This is an optimization exercise on Yosys and OpenROAD, whose aim is small area, not a production implementation. Where RTL was checked, it was by simulation tests only, not by an equivalence proof against the original. No activity file was given, so power comes from the tool's default toggle rates.

Design riscvTop, start of the top module:
module riscvTop (
   input  logic        CLK,
   input  logic        RSTn,
   output logic        iMemCsn,
   output logic [11:0] iMemAddr,    
   input  logic [31:0] iMemData,
   output logic        dMemCsn,
   output logic [11:0] dMemAddr,    
   output logic [31:0] dMemDout,
   input  logic [31:0] dMemData,
   output logic        dMemWen,
   output logic        rfWe,
   output logic [4:0]  rfRa1,
   output logic [4:0]  rfRa2,
   output logic [4:0]  rfWa,
   input  logic [31:0] rfRd1,
   input  logic [31:0] rfRd2,
   output logic [31:0] rfWd,
   output logic        halt,
   output logic [31:0] numInst
);
   logic [9:0]  pc;       
   logic [3:0]  ph;
   logic        p2;
   logic [31:0] r;
   logic [3:0]  prev;
   logic        carry, eq;
   wire [31:0] ins = iMemData;
   wire [2:0]  f3  = ins[14:12];
   wire isJal   = ins[3];
   wire isLui   = ins[2] & ~ins[3];
   wire isSys   = ins[6] & ins[4];
   wire isBr    = ins[6] & ~ins[4] & ~ins[2];
   wire isLoad  = ~ins[5] & ~ins[4];
   wire isStore = ~ins[6] & ins[5] & ~ins[4];
   wire isImm   = ~ins[5] & ins[4];
   wire isAlu   = ~ins[6] & ins[4] & ~ins[2];    
   wire isReg   = isAlu & ins[5];
   wire regWr   = isAlu | isLui | isJal | isLoad;
   wire aluOp   = isAlu & ~p2;
   wire isSll   = aluOp & (f3 == 3'b001);
   wire isSrl   = aluOp & (f3 == 3'b101);
   wire isSlt   = aluOp & (f3 == 3'b010);
   wire isLogic = aluOp & f3[2] & (f3[1] | ~f3[0]);    
   wire isSub   = ~p2 & ((isReg & (f3 == 3'b000) & ins[30]) | (isAlu & (f3 == 3'b010)) | isBr);
   wire prime = (ph == 4'd15);
   wire wr    = (ph == 4'd8);
   wire [2:0] dig = ph[2:0];
   wire [4:0] shamt = isImm ? ins[24:20] : rfRd2[4:0];
   wire       frac  = |shamt[1:0];
   logic [4:0] off;
   logic [1:0] fs;
   always_comb begin
  ...
==> module riscvTop, before the edit <==
module riscvTop (
   input  logic        CLK,
   input  logic        RSTn,
   output logic        iMemCsn,
   output logic [11:0] iMemAddr,    
   input  logic [31:0] iMemData,
   output logic        dMemCsn,
   output logic [11:0] dMemAddr,    
   output logic [31:0] dMemDout,
   input  logic [31:0] dMemData,
   output logic        dMemWen,
   output logic        rfWe,
   output logic [4:0]  rfRa1,
   output logic [4:0]  rfRa2,
   output logic [4:0]  rfWa,
   input  logic [31:0] rfRd1,
   input  logic [31:0] rfRd2,
   output logic [31:0] rfWd,
   output logic        halt,
   output logic [31:0] numInst
);
   logic [9:0]  pc;       
   logic [3:0]  ph;
   logic        p2;
   logic [31:0] r;
   logic [3:0]  prev;
   logic        carry, eq;
   wire [31:0] ins = iMemData;
   wire [2:0]  f3  = ins[14:12];
   wire isJal   = ins[3];
   wire isLui   = ins[2] & ~ins[3];
   wire isSys   = ins[6] & ins[4];
   wire isBr    = ins[6] & ~ins[4] & ~ins[2];
   wire isLoad  = ~ins[5] & ~ins[4];
   wire isStore = ~ins[6] & ins[5] & ~ins[4];
   wire isImm   = ~ins[5] & ins[4];
   wire isAlu   = ~ins[6] & ins[4] & ~ins[2];    
   wire isReg   = isAlu & ins[5];
   wire regWr   = isAlu | isLui | isJal | isLoad;
   wire aluOp   = isAlu & ~p2;
   wire isSll   = aluOp & (f3 == 3'b001);
   wire isSrl   = aluOp & (f3 == 3'b101);
   wire isSlt   = aluOp & (f3 == 3'b010);
   wire isLogic = aluOp & f3[2] & (f3[1] | ~f3[0]);    
   wire isSub   = ~p2 & ((isReg & (f3 == 3'b000) & ins[30]) | (isAlu & (f3 == 3'b010)) | isBr);
   wire prime = (ph == 4'd15);
   wire wr    = (ph == 4'd8);
   wire [2:0] dig = ph[2:0];
   wire [4:0] shamt = isImm ? ins[24:20] : rfRd2[4:0];
   wire       frac  = |shamt[1:0];
   logic [4:0] off;
   logic [1:0] fs;
   always_comb begin
      off = 5'd0;
      fs  = 2'd0;
      if (isSrl) begin
         off = {2'b0, shamt[4:2]} + {4'd0, frac};
         fs  = -shamt[1:0];
      end else if (isSll) begin
         off = -{2'b0, shamt[4:2]};
         fs  = shamt[1:0];
      end
   end
   wire [4:0] idx = {ph[3], ph} + off;    
   wire       usePc   = isJal | p2;
   wire       inRange = (idx[4:3] == 2'b00) & ~isLui & ~usePc;
   logic [3:0] pcDig;
   always_comb begin
      case (dig)
         3'd0: pcDig = {pc[1:0], 2'b00};
         3'd1: pcDig = pc[5:2];
         3'd2: pcDig = pc[9:6];
         default: pcDig = 4'd0;
      endcase
   end
   wire [3:0] cur = inRange ? rfRd1[{idx[2:0], 2'b00} +: 4] : (usePc ? pcDig : 4'd0);
   wire [7:0] fun = {cur, prev};
   wire [3:0] opA;
   assign opA[0] = fun[4 - fs];
   assign opA[1] = fun[5 - fs];
   assign opA[2] = fun[6 - fs];
   assign opA[3] = fun[7 - fs];
   wire taken = isJal | (isBr & (eq ^ ins[12]));
   wire useS  = isStore | isBr;
   logic [3:0] immIS;
   always_comb begin
      case (dig)
         3'd0: immIS = useS ? ins[10:7] : ins[23:20];
         3'd1: immIS = {ins[27:25], useS ? ins[11] : ins[24]};
         3'd2: immIS = {p2 ? (isJal ? ins[20] : ins[7]) : ins[31], ins[30:28]};
         default: immIS = {4{ins[31]}};
      endcase
   end
   wire [3:0] immU   = (dig < 3'd3) ? 4'd0 : ins[{dig, 2'b00} +: 4];
   wire [3:0] four   = {1'b0, dig == 3'd0, 2'b00};
   wire [3:0] rs2Dig = rfRd2[{dig, 2'b00} +: 4];
   logic [3:0] opB;
   always_comb begin
      if (p2)                opB = taken ? immIS : four;
      else if (isReg | isBr) opB = rs2Dig;
      else if (isLui)        opB = immU;
      else if (isJal)        opB = four;
      else                   opB = immIS;
   end
   wire [3:0] bx = opB ^ {4{isSub}};
   logic [3:0] tt;
   always_comb begin
      if (isSll | isSrl) tt = 4'b1100;    
      else if (isSlt)    tt = 4'b0000;
      else if (isLogic)  tt = (f3[1:0] == 2'b00) ? 4'b0110 : (f3[0] ? 4'b1000 : 4'b1110);
      else               tt = 4'b0110;
   end
   wire arith = ~(isSll | isSrl | isSlt | isLogic);
   logic [4:0] c;
   logic [3:0] out;
   always_comb begin
      c[0] = carry;
      for (int i = 0; i < 4; i++) begin
         out[i]   = tt[{opA[i], bx[i]}] ^ (arith & c[i]);
         c[i + 1] = (opA[i] & bx[i]) | (c[i] & (opA[i] ^ bx[i]));
      end
   end
   wire b31 = isImm ? ins[31] : rfRd2[31];
   wire lt  = ~carry ^ rfRd1[31] ^ b31;
   wire p1dig = ~ph[3] & ~p2;
   always_ff @(posedge CLK) begin
      r     <= {out, r[31:4]};
      prev  <= cur;
      carry <= prime ? isSub : (~wr & c[4]);
      if (p1dig) eq <= ((dig == 3'd0) | eq) & (out == 4'd0);
   end
   wire last = p2 & (ph == 4'd2);
   always_ff @(posedge CLK) begin
      if (RSTn) begin
         ph   <= 4'd15;
         p2   <= 1'b0;
         pc   <= 10'd0;
         halt <= 1'b0;
      end else begin
         if (wr) begin
            ph <= 4'd0;
            p2 <= 1'b1;
         end else if (last) begin
            ph <= 4'd15;
            p2 <= 1'b0;
         end else
            ph <= ph + 4'd1;
         if (last && !isSys) pc <= {out, r[31:26]};
         if (wr && isSys) halt <= 1'b1;
      end
   end
   logic       cc, clr;
   wire        rot = p1dig & ~halt;
   wire [4:0]  inc = {1'b0, clr ? 4'd0 : numInst[3:0]} + {4'd0, (dig == 3'd0) | cc};
   always_ff @(posedge CLK) begin
      cc <= inc[4];
      if (rot) numInst <= {inc[3:0], numInst[31:4]};
      if (RSTn) clr <= 1'b1;
      else if (rot && dig == 3'd7) clr <= 1'b0;
   end
   assign iMemCsn  = 1'b0;
   assign iMemAddr = {pc, 2'b00};
   assign rfRa1    = ins[19:15];
   assign rfRa2    = ins[24:20];
   assign rfWa     = ins[11:7];
   assign rfWe     = wr & regWr & (ins[11:7] != 5'd0);
   assign rfWd     = isLoad ? dMemData : {r[31:1], r[0] | (isSlt & lt)};
   assign dMemCsn  = 1'b0;
   assign dMemWen  = ~(wr & isStore);
   assign dMemAddr = r[13:2];
   assign dMemDout = rfRd2;
endmodule
clock: 7.0 ns
lec_check: 0
cap_margin: 20
core_margin: 2
core_utilization: 40
cts_buf_list: sky130_fd_sc_hd__clkbuf_8
slew_margin: 20
standard.sh (not shown) runs the stock make flow with config.mk's settings and CLKGATE_MAP_FILE= SYNTH_SCRIPT=/design/flow/synth_recipe.tcl, a recipe that flattens the netlist after the stock synthesis.
==> flow/flow/run.sh <==
#!/bin/bash
# Standard ORFS layout, except that the port buffers are the smallest buffer
# (buf_1) instead of the cell buffer_ports picks by default; the resizer still
# upsizes any of them that timing, slew or capacitance need.
set -euo pipefail
export BUFFER_PORTS_ARGS="-buffer_cell sky130_fd_sc_hd__buf_1"
bash standard.sh > standard_make.log 2>&1
==> next run, changes <==
--- a/flow/design.v
+++ b/flow/design.v
@@ -48,24 +48,26 @@
    wire wr    = (ph == 4'd8);
    wire [2:0] dig = ph[2:0];
    wire [4:0] shamt = isImm ? ins[24:20] : rfRd2[4:0];
    wire       frac  = |shamt[1:0];
-   logic [4:0] off;
+   logic [4:0] first;    
    logic [1:0] fs;
    always_comb begin
-      off = 5'd0;
-      fs  = 2'd0;
+      first = 5'h1f;
+      fs    = 2'd0;
       if (isSrl) begin
-         off = {2'b0, shamt[4:2]} + {4'd0, frac};
-         fs  = -shamt[1:0];
+         first = {2'b0, shamt[4:2]} + {4'd0, frac} - 5'd1;
+         fs    = -shamt[1:0];
       end else if (isSll) begin
-         off = -{2'b0, shamt[4:2]};
-         fs  = shamt[1:0];
+         first = ~{2'b0, shamt[4:2]};
+         fs    = shamt[1:0];
       end
    end
-   wire [4:0] idx = {ph[3], ph} + off;    
+   logic [4:0] ri;
+   wire  setup = (ph == 4'd14);
+   always_ff @(posedge CLK) ri <= setup ? first : ri + 5'd1;
    wire       usePc   = isJal | p2;
-   wire       inRange = (idx[4:3] == 2'b00) & ~isLui & ~usePc;
+   wire       inRange = (ri[4:3] == 2'b00) & ~isLui & ~usePc;
    logic [3:0] pcDig;
    always_comb begin
       case (dig)
          3'd0: pcDig = {pc[1:0], 2'b00};
@@ -73,9 +75,9 @@
          3'd2: pcDig = pc[9:6];
          default: pcDig = 4'd0;
       endcase
    end
-   wire [3:0] cur = inRange ? rfRd1[{idx[2:0], 2'b00} +: 4] : (usePc ? pcDig : 4'd0);
+   wire [3:0] cur = inRange ? rfRd1[{ri[2:0], 2'b00} +: 4] : (usePc ? pcDig : 4'd0);
    wire [7:0] fun = {cur, prev};
    wire [3:0] opA;
    assign opA[0] = fun[4 - fs];
    assign opA[1] = fun[5 - fs];
@@ -132,18 +134,18 @@
    end
    wire last = p2 & (ph == 4'd2);
    always_ff @(posedge CLK) begin
       if (RSTn) begin
-         ph   <= 4'd15;
+         ph   <= 4'd14;
          p2   <= 1'b0;
          pc   <= 10'd0;
          halt <= 1'b0;
       end else begin
          if (wr) begin
             ph <= 4'd0;
             p2 <= 1'b1;
          end else if (last) begin
-            ph <= 4'd15;
+            ph <= 4'd14;
             p2 <= 1'b0;
          end else
             ph <= ph + 4'd1;
          if (last && !isSys) pc <= {out, r[31:26]};
Effect:
- The new run completed without violations
- count of clock-buffer cells in the layout does not change
- synthesized area increases by 3.1%
- non-clock buffer count decreases by 31
- total power grows by about 24%
- sequential share of layout area grows by 2.0 points
- via count climbs by about 4.6%
- synthesized cell count is higher by 6.7%
- worst setup slack improves by 0.82 ns
- utilization is lower by 1.8 points
- routed wire length went up by 7.5%
- sequential cell count grows by 5
- cell count increases by about 0.5%
- first-iteration DRC count went up by 14%


Setup of before:
The RTL this note starts from:
==> flow/design.v <==
`timescale 1ns/1ps
module riscvTop (
   input  logic        CLK,
   input  logic        RSTn,
   output logic        iMemCsn,
   output logic [11:0] iMemAddr,    
   input  logic [31:0] iMemData,
   output logic        dMemCsn,
   output logic [11:0] dMemAddr,    
   output logic [31:0] dMemDout,
   input  logic [31:0] dMemData,
   output logic        dMemWen,
   output logic        rfWe,
   output logic [4:0]  rfRa1,
   output logic [4:0]  rfRa2,
   output logic [4:0]  rfWa,
   input  logic [31:0] rfRd1,
   input  logic [31:0] rfRd2,
   output logic [31:0] rfWd,
   output logic        halt,
   output logic [31:0] numInst
);
   logic [9:0]  pc;       
   logic [3:0]  ph;
   logic [31:0] r;
   logic [3:0]  prev;
   logic        carry, eq;
   wire [31:0] ins = iMemData;
   wire [2:0]  f3  = ins[14:12];
   wire isJal   = ins[3];
   wire isLui   = ins[2] & ~ins[3];
   wire isSys   = ins[6] & ins[4];
   wire isBr    = ins[6] & ~ins[4] & ~ins[2];
   wire isLoad  = ~ins[5] & ~ins[4];
   wire isStore = ~ins[6] & ins[5] & ~ins[4];
   wire isImm   = ~ins[5] & ins[4];
   wire isAlu   = ~ins[6] & ins[4] & ~ins[2];    
   wire isReg   = isAlu & ins[5];
   wire regWr   = isAlu | isLui | isJal | isLoad;
   wire aluOp   = isAlu & ~p2;
   wire isSll   = aluOp & (f3 == 3'b001);
   wire isSrl   = aluOp & (f3 == 3'b101);
   wire isSlt   = aluOp & (f3 == 3'b010);
   wire isLogic = aluOp & f3[2] & (f3[1] | ~f3[0]);    
   wire isSub   = ~p2 & ((isReg & (f3 == 3'b000) & ins[30]) | (isAlu & (f3 == 3'b010)) | isBr);
   wire p2    = ph[3] & ~ph[2];             
   wire prime = (ph == 4'd15);
   wire wr    = ph[3] & ph[2] & ~ph[1];     
   wire [2:0] dig = ph[2:0];
   wire [4:0] shamt = isImm ? ins[24:20] : rfRd2[4:0];
   wire       frac  = |shamt[1:0];
   logic [4:0] ri;
   logic [1:0] fs;
   always_comb begin
      fs = 2'd0;
      if (isSrl)      fs = -shamt[1:0];
      else if (isSll) fs = shamt[1:0];
   end
   wire [4:0] first = isSrl ? {2'b00, shamt[4:2]} : isSll ? {2'b11, ~shamt[4:2]} : 5'h1f;
   wire       setup = (ph == 4'd14);
   wire       hold  = prime & isSrl & ~frac;
   always_ff @(posedge CLK) ri <= setup ? first : ri + {4'd0, ~hold};
   wire       usePc   = isJal | p2;
   wire       inRange = (ri[4:3] == 2'b00) & ~isLui & ~usePc;
   logic [3:0] pcDig;
   always_comb begin
      case (dig)
         3'd0: pcDig = {pc[1:0], 2'b00};
         3'd1: pcDig = pc[5:2];
         3'd2: pcDig = pc[9:6];
         default: pcDig = 4'd0;
      endcase
   end
   wire [3:0] cur = inRange ? rfRd1[{ri[2:0], 2'b00} +: 4] : (usePc ? pcDig : 4'd0);
   wire [7:0] fun = {cur, prev};
   wire [3:0] opA;
   assign opA[0] = fun[4 - fs];
   assign opA[1] = fun[5 - fs];
   assign opA[2] = fun[6 - fs];
   assign opA[3] = fun[7 - fs];
   wire taken = isJal | (isBr & (eq ^ ins[12]));
   wire useS  = isStore | isBr;
   logic [3:0] immIS;
   always_comb begin
      case (dig)
         3'd0: immIS = useS ? ins[10:7] : ins[23:20];
         3'd1: immIS = {ins[27:25], useS ? ins[11] : ins[24]};
         3'd2: immIS = {p2 ? (isJal ? ins[20] : ins[7]) : ins[31], ins[30:28]};
         default: immIS = {4{ins[31]}};
      endcase
   end
   wire [3:0] immU   = (dig < 3'd3) ? 4'd0 : ins[{dig, 2'b00} +: 4];
   wire [3:0] four   = {1'b0, dig == 3'd0, 2'b00};
   wire [3:0] rs2Dig = rfRd2[{dig, 2'b00} +: 4];
   logic [3:0] opB;
   always_comb begin
      if (p2)                opB = taken ? immIS : four;
      else if (isReg | isBr) opB = rs2Dig;
      else if (isLui)        opB = immU;
      else if (isJal)        opB = four;
      else                   opB = immIS;
   end
   wire [3:0] bx = opB ^ {4{isSub}};
   logic [3:0] tt;
   always_comb begin
      if (isSll | isSrl) tt = 4'b1100;    
      else if (isSlt)    tt = 4'b0000;
      else if (isLogic)  tt = (f3[1:0] == 2'b00) ? 4'b0110 : (f3[0] ? 4'b1000 : 4'b1110);
      else               tt = 4'b0110;
   end
   wire arith = ~(isSll | isSrl | isSlt | isLogic);
   logic [4:0] c;
   logic [3:0] out;
   always_comb begin
      c[0] = carry;
      for (int i = 0; i < 4; i++) begin
         out[i]   = tt[{opA[i], bx[i]}] ^ (arith & c[i]);
         c[i + 1] = (opA[i] & bx[i]) | (c[i] & (opA[i] ^ bx[i]));
      end
   end
   wire b31 = isImm ? ins[31] : rfRd2[31];
   wire lt  = ~carry ^ rfRd1[31] ^ b31;
   wire p1dig = ~ph[3] & ~p2;
   always_ff @(posedge CLK) begin
      r     <= {out, r[31:4]};
      prev  <= cur;
      carry <= prime ? isSub : (~wr & c[4]);
      eq    <= ((p1dig & (dig == 3'd0)) | eq) & (~p1dig | (out == 4'd0));
   end
   wire last = p2 & ph[1];                  
   always_ff @(posedge CLK) begin
      if (RSTn) begin
         ph   <= 4'd14;
         pc   <= 10'd0;
         halt <= 1'b0;
      end else begin
         case (ph)
            4'd7:    ph <= 4'd12;
            4'd12:   ph <= 4'd8;
            4'd10:   ph <= 4'd14;
            default: ph <= ph + 4'd1;
         endcase
         if (last && !isSys) pc <= {out, r[31:26]};
         if (wr && isSys) halt <= 1'b1;
      end
   end
   logic       cc, clr;
   wire        rot = p1dig & ~halt;
   wire [4:0]  inc = {1'b0, clr ? 4'd0 : numInst[3:0]} + {4'd0, (dig == 3'd0) | cc};
   always_ff @(posedge CLK) begin
      cc <= inc[4];
      if (rot) numInst <= {inc[3:0], numInst[31:4]};
      if (RSTn) clr <= 1'b1;
      else if (rot && dig == 3'd7) clr <= 1'b0;
   end
   assign iMemCsn  = 1'b0;
   assign iMemAddr = {pc, 2'b00};
   assign rfRa1    = ins[19:15];
   assign rfRa2    = ins[24:20];
   assign rfWa     = ins[11:7];
   assign rfWe     = wr & regWr & (ins[11:7] != 5'd0);
   assign rfWd     = isLoad ? dMemData : {r[31:1], r[0] | (isSlt & lt)};
   assign dMemCsn  = 1'b0;
   assign dMemWen  = ~(wr & isStore);
   assign dMemAddr = r[13:2];
   assign dMemDout = rfRd2;
endmodule
clock: 7.0 ns
lec_check: 0
cap_margin: 20
core_margin: 2
core_utilization: 40
cts_buf_list: sky130_fd_sc_hd__clkbuf_8
slew_margin: 20
==> flow/flow/run.sh <==
#!/bin/bash
# Standard ORFS layout with two changes:
#  - ABC maps the combinational logic for area (flow/abc_area.script) instead
#    of ORFS's delay-oriented script; everything else in synthesis, including
#    the flip-flops and their names, is unchanged;
#  - the port buffers are the smallest buffer (buf_1); the resizer still
#    upsizes any that timing, slew or capacitance need.
set -euo pipefail
rm -rf scripts_local
cp -r "$FLOW_HOME/scripts" scripts_local
cp flow/abc_area.script scripts_local/abc_speed.script
export SCRIPTS_DIR="$PWD/scripts_local"
export BUFFER_PORTS_ARGS="-buffer_cell sky130_fd_sc_hd__buf_1"
export CTS_ARGS="-sink_clustering_enable -repair_clock_nets -buf_list sky130_fd_sc_hd__clkbuf_8 -dont_use_dummy_load"
bash standard.sh > standard_make.log 2>&1
==> flow/flow/abc_area.script <==
strash
&get -n
&st
&syn2
&synch2
&put
dch -f
amap
strash
dch -f
amap
topo
stime -c
before | status: complete | timing, DRC, antenna: pass
## Diff of input files: after against before
--- a/flow/design.v
+++ b/flow/design.v
@@ -21,11 +21,11 @@
    output logic [31:0] numInst
 );
    logic [9:0]  pc;       
    logic [3:0]  ph;
    logic [31:0] r;
-   logic [3:0]  prev;
+   logic [3:1]  prev;    
    logic        carry, eq;
    wire [31:0] ins = iMemData;
    wire [2:0]  f3  = ins[14:12];
    wire isJal   = ins[3];
    wire isLui   = ins[2] & ~ins[3];
@@ -47,86 +47,87 @@
    wire prime = (ph == 4'd15);
    wire wr    = ph[3] & ph[2] & ~ph[1];     
    wire [2:0] dig = ph[2:0];
    wire [4:0] shamt = isImm ? ins[24:20] : rfRd2[4:0];
    wire       frac  = |shamt[1:0];
-   logic [4:0] ri;
+   logic [3:0] ri;
    logic [1:0] fs;
    always_comb begin
       fs = 2'd0;
       if (isSrl)      fs = -shamt[1:0];
       else if (isSll) fs = shamt[1:0];
    end
-   wire [4:0] first = isSrl ? {2'b00, shamt[4:2]} : isSll ? {2'b11, ~shamt[4:2]} : 5'h1f;
+   wire [3:0] first = isSrl ? {1'b0, shamt[4:2]} : isSll ? {1'b1, ~shamt[4:2]} : 4'hf;
    wire       setup = (ph == 4'd14);
    wire       hold  = prime & isSrl & ~frac;
-   always_ff @(posedge CLK) ri <= setup ? first : ri + {4'd0, ~hold};
+   always_ff @(posedge CLK) ri <= setup ? first : ri + {3'd0, ~hold};
    wire       usePc   = isJal | p2;
-   wire       inRange = (ri[4:3] == 2'b00) & ~isLui & ~usePc;
+   wire       inRange = ~ri[3] & ~isLui & ~usePc;
    logic [3:0] pcDig;
    always_comb begin
       case (dig)
-         3'd0: pcDig = {pc[1:0], 2'b00};
+         3'd0: pcDig = {pc[1:0], {2{plus4}}};
          3'd1: pcDig = pc[5:2];
          3'd2: pcDig = pc[9:6];
          default: pcDig = 4'd0;
       endcase
    end
    wire [3:0] cur = inRange ? rfRd1[{ri[2:0], 2'b00} +: 4] : (usePc ? pcDig : 4'd0);
-   wire [7:0] fun = {cur, prev};
-   wire [3:0] opA;
-   assign opA[0] = fun[4 - fs];
-   assign opA[1] = fun[5 - fs];
-   assign opA[2] = fun[6 - fs];
-   assign opA[3] = fun[7 - fs];
+   logic [3:0] opA;
+   always_comb begin
+      case (fs)
+         2'd0: opA = cur;
+         2'd1: opA = {cur[2:0], prev[3]};
+         2'd2: opA = {cur[1:0], prev[3:2]};
+         default: opA = {cur[0], prev[3:1]};
+      endcase
+   end
    wire taken = isJal | (isBr & (eq ^ ins[12]));
    wire useS  = isStore | isBr;
+   wire plus4 = ~p2 | ~taken;    
    logic [3:0] immIS;
    always_comb begin
       case (dig)
          3'd0: immIS = useS ? ins[10:7] : ins[23:20];
          3'd1: immIS = {ins[27:25], useS ? ins[11] : ins[24]};
          3'd2: immIS = {p2 ? (isJal ? ins[20] : ins[7]) : ins[31], ins[30:28]};
          default: immIS = {4{ins[31]}};
       endcase
    end
    wire [3:0] immU   = (dig < 3'd3) ? 4'd0 : ins[{dig, 2'b00} +: 4];
-   wire [3:0] four   = {1'b0, dig == 3'd0, 2'b00};
    wire [3:0] rs2Dig = rfRd2[{dig, 2'b00} +: 4];
    logic [3:0] opB;
    always_comb begin
-      if (p2)                opB = taken ? immIS : four;
+      if (p2)                opB = taken ? immIS : 4'd0;
       else if (isReg | isBr) opB = rs2Dig;
       else if (isLui)        opB = immU;
-      else if (isJal)        opB = four;
+      else if (isJal)        opB = 4'd0;
       else                   opB = immIS;
    end
-   wire [3:0] bx = opB ^ {4{isSub}};
-   logic [3:0] tt;
-   always_comb begin
-      if (isSll | isSrl) tt = 4'b1100;    
-      else if (isSlt)    tt = 4'b0000;
-      else if (isLogic)  tt = (f3[1:0] == 2'b00) ? 4'b0110 : (f3[0] ? 4'b1000 : 4'b1110);
-      else               tt = 4'b0110;
-   end
-   wire arith = ~(isSll | isSrl | isSlt | isLogic);
+   wire isShift = isSll | isSrl;
+   wire [3:0] bx = (opB ^ {4{isSub}}) & {4{~isShift}};
+   wire [3:0] p  = opA ^ bx;
+   wire [3:0] g  = opA & bx;
+   wire X = ~isSlt & ~(isLogic & f3[1] & f3[0]);
+   wire A = ~isSlt & ~isLogic;
+   wire O = isLogic & f3[1];
    logic [4:0] c;
    logic [3:0] out;
    always_comb begin
       c[0] = carry;
       for (int i = 0; i < 4; i++) begin
-         out[i]   = tt[{opA[i], bx[i]}] ^ (arith & c[i]);
-         c[i + 1] = (opA[i] & bx[i]) | (c[i] & (opA[i] ^ bx[i]));
+         out[i]   = ((p[i] & X) ^ (c[i] & A)) | (g[i] & O);
+         c[i + 1] = g[i] | (p[i] & c[i]);
       end
    end
    wire b31 = isImm ? ins[31] : rfRd2[31];
    wire lt  = ~carry ^ rfRd1[31] ^ b31;
    wire p1dig = ~ph[3] & ~p2;
    always_ff @(posedge CLK) begin
       r     <= {out, r[31:4]};
-      prev  <= cur;
-      carry <= prime ? isSub : (~wr & c[4]);
+      prev  <= cur[3:1];
+      carry <= prime ? (isSub | isJal) : wr ? plus4 : c[4];
       eq    <= ((p1dig & (dig == 3'd0)) | eq) & (~p1dig | (out == 4'd0));
    end
    wire last = p2 & ph[1];                  
    always_ff @(posedge CLK) begin
       if (RSTn) begin
## What came out
after vs. before: met2 layer usage reported by global route went up 1.9 points; sum of routed wire length over all layers went down 640 µm; peak clock frequency supported by timing went up 11 MHz; sequential fraction of the synthesis area went up 0.47 points.
On fraction of area in multi-input gates: after sits below before.
Power: after draws more than before
Measured against after, the final cell count of before comes out at 1.05 times the reference value.
In the reports, the flip-flop count of after falls short of that of before.
Relative to before, share of total power in sequential cells has gone down in after.
Between after and before, it is after whose sum of met2 wire segment lengths after detailed routing is lower, by 1.2%.
Comparing final worst-path setup slack for before and after, the smaller number came from before.
Compared with before, after degrades internal power consumption.
No run of this note included a check of the RTL's function; only the layout flow was run.

[static timing again, ports no longer ideal]
How much do the figures lean on ideal ports? The routed layouts below were timed once more, with nothing changed but the port constraints. Step 1 assumes that a clkbuf_16 drives the clock port and a buf_2 every other input. Step 2 times the ports against the registers' clock, not the clock port: input delays grow and output delays shrink by t, the midpoint of the rising clock arrivals with the driver on. Slacks: ideal ports / drivers / drivers and shift; pairs: ideal ports / drivers.
run | t (ns) | setup slack, ns | clock arrival spread, ns | pins driven straight from the clock port
the first run of note 1 | 0.397 | 0.371 / 0.364 / -0.033 | 0.013 / 0.013 | 1
the second run of note 1 | 0.401 | 1.192 / 1.207 / 0.805 | 0.017 / 0.017 | 1
before | 0.402 | 1.134 / 1.142 / 0.740 | 0.025 / 0.026 | 1
after | 0.389 | 1.488 / 1.494 / 1.105 | 0.026 / 0.026 | 1
Met with ideal ports but missed after step 2: setup timing in the first run of note 1. The setup slack of the first run of note 1, which loses most, moves by -0.007 ns with the drivers and by -0.404 ns with both steps.
